What follows belongs to an exercise in optimizing a design on an open flow for small area, a short achievable clock period and few clock cycles per item; a production flow would make more cautious choices.
In this exercise RTL edits were held to simulation tests only and were not proved equivalent to the original.

==> flow/design.v, too long to show whole: its modules and the start of the top module <==
// module dct8_stream: 2606 lines
// module dct_fa: 10 lines
// module dct_ha: 9 lines
// module dct_cpa: 12 lines
// module dct_addsub: 14 lines
module dct8_stream #(
    parameter int IN_W        = 8,
    parameter int OUT_W       = 14,
    parameter int LEVEL_SHIFT = 0
) (
    input  logic                    clk,
    input  logic                    rst,
    input  logic                    en,
    input  logic                    in_valid,
    output logic                    in_ready,
    input  logic [IN_W-1:0]         x0,
    input  logic [IN_W-1:0]         x1,
    input  logic [IN_W-1:0]         x2,
    input  logic [IN_W-1:0]         x3,
    input  logic [IN_W-1:0]         x4,
    input  logic [IN_W-1:0]         x5,
    input  logic [IN_W-1:0]         x6,
    input  logic [IN_W-1:0]         x7,
    output logic                    out_valid,
    input  logic                    out_ready,
    output logic signed [OUT_W-1:0] y0,
    output logic signed [OUT_W-1:0] y1,
    output logic signed [OUT_W-1:0] y2,
    output logic signed [OUT_W-1:0] y3,
    output logic signed [OUT_W-1:0] y4,
    output logic signed [OUT_W-1:0] y5,
    output logic signed [OUT_W-1:0] y6,
    output logic signed [OUT_W-1:0] y7
);
  // ...
==> flow/flow/run.sh <==
#!/bin/bash
# Standard ORFS layout, with repair_timing aiming below the clock period.
set -euo pipefail
bash standard.sh SETUP_SLACK_MARGIN=${MARGIN:-6.5} finish > standard_flow.log 2>&1
==> flow/standard.sh <==
#!/bin/bash
# synth_recipe.tcl (not shown) runs the flow's synth.tcl, then flattens the netlist and writes it again
# the make line also repeats each setting of config.mk as NAME=value (left out here)
make -C /OpenROAD-flow-scripts/flow DESIGN_CONFIG=/design/flow/config.mk WORK_HOME=/design/flow/orfs CLKGATE_MAP_FILE= SYNTH_SCRIPT=/design/flow/synth_recipe.tcl "${@:-finish}"
==> flow/config.mk <==
export PLATFORM = sky130hd
export DESIGN_NAME = dct8_stream
export DESIGN_NICKNAME = dct8_stream
export VERILOG_FILES = /design/flow/design.v
export SDC_FILE = /design/flow/constraint.sdc
export NUM_CORES = 4
export LEC_CHECK = 0
export CAP_MARGIN = 20
export CORE_MARGIN = 2
export CORE_UTILIZATION = 50
export SLEW_MARGIN = 20
export SYNTH_HIERARCHICAL = 1
==> flow/constraint.sdc <==
create_clock -name core_clock -period 12.0 [get_ports {clk}]
set_input_delay 2.4000 -clock core_clock [delete_from_list [all_inputs] [get_ports {clk}]]
set_output_delay 2.4000 -clock core_clock [all_outputs]
set_load 0.01 [all_outputs]
==> results.yml, run 1 <==
global_route:
  grtUsageMet2_pct: 47.0
  globalRouteTotalUtil_pct: 25.8
drt:
  totalWireLength_um: 88100
  drtIter0Drc: 1133
  vias_per_cell: 5.51
layout:
  n_all_buffers: 302
  buffer_area_share_pct: 6.93
  largest_reg_flops: 80
  final_util_pct: 58.5
  multi_input_area_share_pct: 67.7
clocking:
  clk_pin_slew_ns: 0.06
  cts_buffers: 27
setup_path:
  crit_fanout: 6
  critPathLaunch: "a0_r[0]$_DFFE_PP_"
yosys:
  synth_common_cells: "700 x fa_1, 590 x inv_1, 362 x ha_1, 152 x edfxtp_1, 148 x a21oi_1"
  synth_cell_types: 80
  synth-simple-area-share_pct: 5.65
  synthMuxAreaShare_pct: 2.32
  syn_area_per_cell_um2: 11.5
placed_design:
  hpwl_um: 67400
  gp_congestion: 0.904
floorplanning:
  rows: 96
  core_area_mm2: 0.0685
status:
  status: "timing/DRC/antenna clean"
sta:
  rsz0062_at_grt: "yes"
  finalCritPeriodShare_pct: 45.9
Testbench counts, summed over its fixed seeds: cycles 1,040, items 1,024.
==> inputs of run 2 (changes only) <==
==> flow/run.sh (new file) <==
#!/bin/bash
# synth_recipe.tcl (not shown) runs the flow's synth.tcl, then flattens the netlist and writes it again
# the make line also repeats each setting of config.mk as NAME=value (left out here)
make -C /OpenROAD-flow-scripts/flow DESIGN_CONFIG=/design/flow/config.mk WORK_HOME=/design/flow/orfs CLKGATE_MAP_FILE= SYNTH_SCRIPT=/design/flow/synth_recipe.tcl finish
--- a/flow/config.mk
+++ b/flow/config.mk
@@ -8,5 +8,6 @@
 export CAP_MARGIN = 20
 export CORE_MARGIN = 2
 export CORE_UTILIZATION = 50
+export SETUP_SLACK_MARGIN = 5
 export SLEW_MARGIN = 20
 export SYNTH_HIERARCHICAL = 1
removed: flow/flow/run.sh
removed: flow/standard.sh
==> results.yml, run 2 <==
status:
  status: "timing/DRC/antenna clean"
global_route:
  grtUsageMet2_pct: 45.9
  globalRouteTotalUtil_pct: 24.9
  antenna_found_initial: 1
  gr-usage-met1_pct: 30.5
  grt_max_degree: 74
  grt_pass1_vias: 25300
  busiest_layer: "met2"
  grt_first_pass_wirelength_um: 137000
  grt_overflow: 0
  grt_use_met3_pct: 3.14
sta:
  finalCritPeriodShare_pct: 50.7
  finalWorstSetupSlack_ns: 5.92
  finalSetupViolations: 0
  drv_slew: 0
  worstMarginPinSlew_ns: 0.988
  fin_worst_skew_ns: 0.0297
  max_freq_mhz: 165
  tns_ns: 0
  hold_ws_ns: 0.493
  hold_viol: 0
  maxSlewHeadroom_pct: 34.1
  finalCriticalPeriod_ns: 6.08
  rsz0062_at_grt: "no"
floorplanning:
  die-area_mm2: 0.0712
  core_area_mm2: 0.0685
  pin_count: 183
  rows: 96
  start_util_pct: 50.4
  die_height_um: 267
  die_w_um: 267
layout:
  insertedDiodeCount: 0
  final_cell_mix: "700 x fa_1, 590 x inv_1, 362 x ha_1, 178 x clkdlybuf4s50_1, 152 x edfxtp_1"
  finish.instance_area_mm2: 0.0387
  largest_reg_flops: 80
  final_common_cell: "fa_1"
  nets: 4380
  top_register: "yr"
  fin_cells: 4153
  reg.largest.list: "yr x80, sk x64"
  syn2layout_area_growth_pct: 11.9
  drive_gt1_share_pct: 8.01
  final_util_pct: 56.5
yosys:
  seq_area_frac_synth_pct: 17.1
  synth_area_leaders: "fa_1 41%, edfxtp_1 13%, ha_1 13%"
  netlist.area_leader.share_pct: 40.6
  syn_area_per_cell_um2: 11.5
  synth.most_common_cell: "fa_1"
  synthXorXnorAreaFrac_pct: 3.35
  ys_async_sr_fraction_pct: 0
  synth_top_family_by_area: "adder cells"
  syn_area_mm2: 0.0345
  synth_edf_count: 152
  synth_common_cells: "700 x fa_1, 590 x inv_1, 362 x ha_1, 152 x edfxtp_1, 148 x a21oi_1"
  synth-seq-cells: 219
  synth_compound_area_share_pct: 10.4
  yosys.area_share.adder_pct: 53.7
  synth_cells: 3012
  yosysWarnings: 19
  yosysTopAreaCell: "fa_1"
  synthMuxAreaShare_pct: 2.32
  synth_cell_types: 80
  synth-simple-area-share_pct: 5.65
  ys.flop_type: "edfxtp_1"
setup_path:
  start_kind: "flop"
  crit_fanout: 13
  worstSetupPathType: "reg2reg"
  end_kind: "flop"
  required_ns: 12.31
  worstPathArrival_ns: 6.39
clocking:
  cts.sinks: 219
  cts_hold_buf: 0
  cts_buffers: 29
  postCtsSetupRepairBufs: 0
  htree_levels: 1
  cts_tree: "built"
  clk_latency_ns: 0.58
  clk_pin_slew_ns: 0.06
  ctsResizeCount: 0
  root_buffer: "clkbuf_16"
  clk_path_buf_depth: 3
placed_design:
  place_area_mm2: 0.0377
  gp_congestion: 0.876
  dp_slack_ns: 5.89
  hpwl_um: 67100
  portBuffers: 178
  dp_cells: 4100
job:
  cap_violations: 0
drt:
  drtIter0Drc: 1291
  via_count: 22900
  dr.pass1.iters: 5
  totalWireLength_um: 85100
  wl_per_cell_um: 20.5
  drc: 0
  ant_nets: 0
  vias_per_cell: 5.51
worst_hold_path:
  min_path_type: "reg2reg"
[run 2: cells by family after synthesis]
logic type | Yosys count
flops | 219
buf+inv | 647
other cells | 2
compound gates | 482
fa+ha+maj | 1062
xor+xnor | 132
mux | 72
simple gates | 396
[run 2: final cells by class]
| class | count | area [um2] |
|---|---|---|
| Fill cell | 5776 | 29800 |
| Multi-Input combinational cell | 2161 | 26100 |
| Sequential cell | 219 | 5910 |
| Timing Repair Buffer | 242 | 2260 |
| Inverter | 596 | 2240 |
| Tap cell | 882 | 1100 |
| Clock buffer | 46 | 943 |
| Clock inverter | 7 | 46.3 |
[run 2: per-module statistics from Yosys (local to each module, per instance), a selection]
| module | cells inside | copies in the design |
|---|---|---|
| dct_ha | 1 | 67 |
| dct8_stream | 859 | 1 |
| dct_fa | 1 | 688 |
[run 2: layer usage]
metal	up-vias	share of wire (%)
met5	-	0.013
met1	11800	40
met4	2	3.0
li1	10400	-
met3	139	4.4
met2	545	53
[run 2: path summary, 6_finish.rpt]
check | endpoint | slack [ns] | startpoint | cells past startpoint
setup reg to reg | yr[0][7]$_DFFE_PP_ | 5.92 | a0_r[1]$_DFFE_PP_ | 18
hold reg to reg | sk[7][3]$_DFF_P_ | 0.49 | sk[7][3]$_DFF_P_ | 1
hold / removal | sk[7][3]$_DFF_P_ | 0.49 | sk[7][3]$_DFF_P_ | 1
setup / recovery | yr[0][7]$_DFFE_PP_ | 5.92 | a0_r[1]$_DFFE_PP_ | 18
[run 2: critical path, cell delays in order (launching register included)]
cell      delay (ns)
edfxtp_1        0.47
ha_1            0.32
a21o_1          0.12
a21oi_2         0.08
o31ai_2         0.35
a31o_1          0.74
fa_1            0.54
fa_1            0.40
fa_1            0.49
inv_1           0.05
fa_1            0.47
inv_1           0.05
fa_1            0.43
ha_1            0.39
a21oi_1         0.18
o21ai_1         0.13
a31o_1          0.27
a221oi_2        0.23
xnor2_1         0.09

==> what the ideal ports hide <==
In the flow no input, the clock included, has a driving cell. The finished layouts below were timed again as built, in two steps.
Step 1 assumes that a clkbuf_16 drives the clock port and a buf_2 every other input.
Step 2 moves the port delays by t, midway between the first and last clock arrival at a register: inputs arrive t later, outputs are due t later. That takes back most of the time a late clock gives input paths.
Slacks: ideal / step 1 / step 2; pairs: ideal / step 1.
run | t (ns) | slack for setup (ns) | hold slack, ns | worst register clock-pin slew, ns | cell pins on the clock port's net
run 1 | 0.628 | 6.488 / 6.488 / 6.488 | 0.492 / 0.492 / 0.492 | 0.07 / 0.07 | 1
run 2 | 0.630 | 5.921 / 5.921 / 5.921 | 0.493 / 0.493 / 0.493 | 0.08 / 0.08 | 1
After both steps every run listed still meets setup and hold.
